What follows belongs to an exercise in optimizing a design on an open flow for small area, a short achievable clock period and few clock cycles per item; a production flow would make more cautious choices.
Only simulation tests tie the RTL to the original design; equivalence was not proved.
Power and IR drop assume default switching activity.

## sorted_priority_queue
module sorted_priority_queue #(
    parameter int DEPTH = 16
) (
    input  logic        i_clk,
    input  logic        i_rst_n,
    input  logic        s_axis_tvalid,
    output logic        s_axis_tready,
    input  logic [39:0] s_axis_tdata,   
    input  logic [0:0]  s_axis_tuser,   
    output logic        m_axis_tvalid,
    input  logic        m_axis_tready,
    output logic [23:0] m_axis_tdata,   
    output logic [1:0]  m_axis_tuser    
);
    localparam int ValW  = spq_pkg::ValueW;
    localparam int WtW   = spq_pkg::WeightW;
    localparam int SlotW = spq_pkg::SlotW;
    localparam int CntW  = $clog2(DEPTH + 1);
    localparam int RkW   = 4;
    logic [DEPTH-1:0]                w_valid;
    logic [DEPTH-1:0][RkW-1:0]       w_rank;
    logic [DEPTH-1:0][SlotW-2:0]     w_data;      
    logic [DEPTH-1:0]                w_head;      
    logic [DEPTH-1:0]                w_second;    
    logic [DEPTH-1:0]                w_first_a;   
    logic [DEPTH-1:0]                w_first_b;   
    logic [DEPTH-1:0]                r_pf;        
    logic [DEPTH-1:0]                w_valid_nx;  
    logic [DEPTH-1:0]                w_head_nx;   
    logic [RkW-1:0]                  w_pos;       
    logic              r_p_ee;                    
    logic              r_p_de;                    
    logic [DEPTH-1:0]  r_p_c;                     
    logic [1:0]        r_p_z;                     
    logic              w_p_h0;                    
    logic [CntW-1:0]   r_count;                   
    logic [CntW-1:0]   w_count_n;
    logic              r_out_valid;
    logic [ValW-1:0]   r_out_value;
    logic [1:0]        r_out_status;
    logic              r_out_empty;
    logic [CntW-1:0]   r_out_count;
    logic [ValW-1:0]   w_head_val;
    logic [DEPTH-1:0]  w_head_old;                
    logic [ValW-1:0]   r_p_val;                   
    logic [1:0]        w_status;
    logic              w_accept;
    logic              w_cmd_deq;
    logic              w_full, w_empty;
    logic [WtW-1:0]    w_wt;
    logic [DEPTH-1:0]  w_gt, w_ge;                
    logic [DEPTH-1:0]  w_c_nx;
    assign w_wt      = s_axis_tdata[39:16];
    assign w_cmd_deq = (s_axis_tuser[0] == spq_pkg::CMD_DEQ);
    for (genvar j = 0; j < DEPTH; j++) begin : g_nx
  ...
Size in the first run: about 3100 cells after synthesis, roughly 830 flip-flops, ~38000 µm² of cells after synthesis.
Settings: LEC_CHECK=0, CAP_MARGIN=20, CORE_MARGIN=2, CORE_UTILIZATION=55, CTS_BUF_LIST=sky130_fd_sc_hd__clkbuf_16, CTS_CLUSTER_SIZE=30, SETUP_SLACK_MARGIN=2.0, SLEW_MARGIN=20, SYNTH_HIERARCHICAL=1; clock period 4.4 ns.
run.sh (not shown) runs the stock make flow with config.mk's settings and CLKGATE_MAP_FILE= SYNTH_SCRIPT=/design/flow/synth_recipe.tcl, a recipe that flattens the netlist after the stock synthesis.
The starting point completed with no timing, DRC or antenna violations.
Testbench counts at the start, summed over its fixed seeds: cycles 16,008, items 16,000.
==> next run, changes <==
==> flow/flow/run.sh (new file) <==
#!/bin/bash
# Standard layout, with the port buffers that buffer_ports inserts made
# plain buf_4 cells instead of the library's delay buffers, so that paths
# from the inputs and to the outputs are not slowed by them. ORFS writes
# each step's full log under orfs/logs; make's own output goes to make.log.
set -euo pipefail
bash standard.sh "BUFFER_PORTS_ARGS=-buffer_cell sky130_fd_sc_hd__buf_4" finish > make.log 2>&1
==> flow/standard.sh (new file) <==
#!/bin/bash
# synth_recipe.tcl (not shown) runs the flow's synth.tcl, then flattens the netlist and writes it again
# the make line also repeats each setting of config.mk as NAME=value (left out here)
make -C /OpenROAD-flow-scripts/flow DESIGN_CONFIG=/design/flow/config.mk WORK_HOME=/design/flow/orfs CLKGATE_MAP_FILE= SYNTH_SCRIPT=/design/flow/synth_recipe.tcl "${@:-finish}"
Settings changed: CTS_BUF_LIST sky130_fd_sc_hd__clkbuf_16 to sky130_fd_sc_hd__clkbuf_8, CTS_CLUSTER_SIZE 30 to 20, SETUP_SLACK_MARGIN 2.0 to 1.7.
removed: flow/run.sh
After rerunning: Worst setup slack degrades by 0.13 ns; die area is unchanged; clock skew is higher by 0.017 ns; via count drops by 4.1%; clock power came out lower by 10%; worst hold slack got worse by 0.21 ns; routed wire length is lower by 13%; maximum frequency goes down by 4.5%; core utilization came out lower by 7.6 points.

sorted_priority_queue, a different RTL version from the one above (not shown whole).
Size: ~73 I/O pins, ~39000 um^2 of cells after synthesis.
export LEC_CHECK = 0
export CAP_MARGIN = 20
export CORE_MARGIN = 2
export CORE_UTILIZATION = 55
export CTS_BUF_LIST = sky130_fd_sc_hd__clkbuf_8
export CTS_CLUSTER_SIZE = 20
export SETUP_SLACK_MARGIN = 2.05
export SLEW_MARGIN = 20
export SYNTH_HIERARCHICAL = 1
create_clock -name core_clock -period 4.4 [get_ports {i_clk}]
standard.sh (not shown) runs the stock make flow with config.mk's settings and CLKGATE_MAP_FILE= SYNTH_SCRIPT=/design/flow/synth_recipe.tcl, a recipe that flattens the netlist after the stock synthesis.
==> flow/flow/run.sh <==
#!/bin/bash
# Standard layout, with the port buffers that buffer_ports inserts made
# plain buf_4 cells instead of the library's delay buffers, so that paths
# from the inputs and to the outputs are not slowed by them. ORFS writes
# each step's full log under orfs/logs; make's own output goes to make.log.
set -euo pipefail
bash standard.sh "BUFFER_PORTS_ARGS=-buffer_cell sky130_fd_sc_hd__buf_4" finish > make.log 2>&1
Testbench counts at the start, summed over its fixed seeds: cycles 16,008, items 16,000.
Change:
Settings changed: SETUP_SLACK_MARGIN 2.05 to 1.9.
What happened: Cell count goes down slightly; critical path depth shrinks by 6; setup slack is worse by 0.099 ns; via count goes down slightly; design area fell by a few percent; die area stays the same; wire length drops by a few percent; total power is lower slightly; register-to-register slack is worse by 0.11 ns; global-route usage is lower by 0.23 points.

== harbor ==
sorted_priority_queue again, from the RTL that the note above started with.
==> flow/design.v (excerpt) <==
module sorted_priority_queue #(
    parameter int DEPTH = 16
) (
    input  logic        i_clk,
    input  logic        i_rst_n,
    input  logic        s_axis_tvalid,
    output logic        s_axis_tready,
    input  logic [39:0] s_axis_tdata,   
    input  logic [0:0]  s_axis_tuser,   
    output logic        m_axis_tvalid,
    input  logic        m_axis_tready,
    output logic [23:0] m_axis_tdata,   
    output logic [1:0]  m_axis_tuser    
);
clock: 4.4 ns
lec_check: 0
cap_margin: 20
core_margin: 2
core_utilization: 55
cts_buf_list: sky130_fd_sc_hd__clkbuf_8
cts_cluster_size: 20
setup_slack_margin: 1.8
slew_margin: 20
synth_hierarchical: 1
Scripts as last shown in full above: flow/flow/run.sh
Testbench counts of harbor, summed over its fixed seeds: cycles 16,008, items 16,000.
Here is what was changed in the inputs of zinc compared with harbor.
- removing CTS_CLUSTER_SIZE (formerly 20)
- removing CTS_BUF_LIST (formerly sky130_fd_sc_hd__clkbuf_8)
- changing SETUP_SLACK_MARGIN from 1.8 to 1.9
[summary]
Sum of buffers and inverters on the critical path came out higher on zinc than on harbor. Diff harbor -> zinc: number of fill cells in the layout lost about 4%, wire length of the first global-routing pass rose 1600 µm.

-- static timing again, ports no longer ideal --
Ports are ideal in the flow. The routed layouts listed here were re-timed in OpenROAD. Step 1 (the two cells are an assumption about what drives the block):
set clk [get_ports {i_clk}]
set_driving_cell -lib_cell sky130_fd_sc_hd__clkbuf_16 $clk
set_driving_cell -lib_cell sky130_fd_sc_hd__buf_2 [delete_from_list [all_inputs] $clk]
Step 2 times the ports against the registers' clock, not the clock port: input delays grow and output delays shrink by t, the midpoint of the rising clock arrivals with the driver on. Three values: ideal ports, drivers, drivers and shift; two values: the first two.
run	shift t [ns]	setup WS [ns]	slew at the worst register clock pin (ns)
the first run of note 1	0.718	1.771 / 1.789 / 1.070	0.07 / 0.07
the second run of note 1	0.839	1.646 / 1.646 / 0.877	0.07 / 0.07
the first run of note 2	0.874	1.936 / 1.926 / 1.052	0.07 / 0.07
the second run of note 2	0.862	1.837 / 1.837 / 1.002	0.06 / 0.06
harbor	0.877	1.790 / 1.807 / 0.930	0.07 / 0.07
zinc	0.728	1.832 / 1.839 / 1.111	0.07 / 0.07
After both steps setup and hold are still met in every run listed. For the first run of note 2, which loses most, drivers alone change the setup slack by -0.010 ns; drivers and shift together by -0.884 ns.
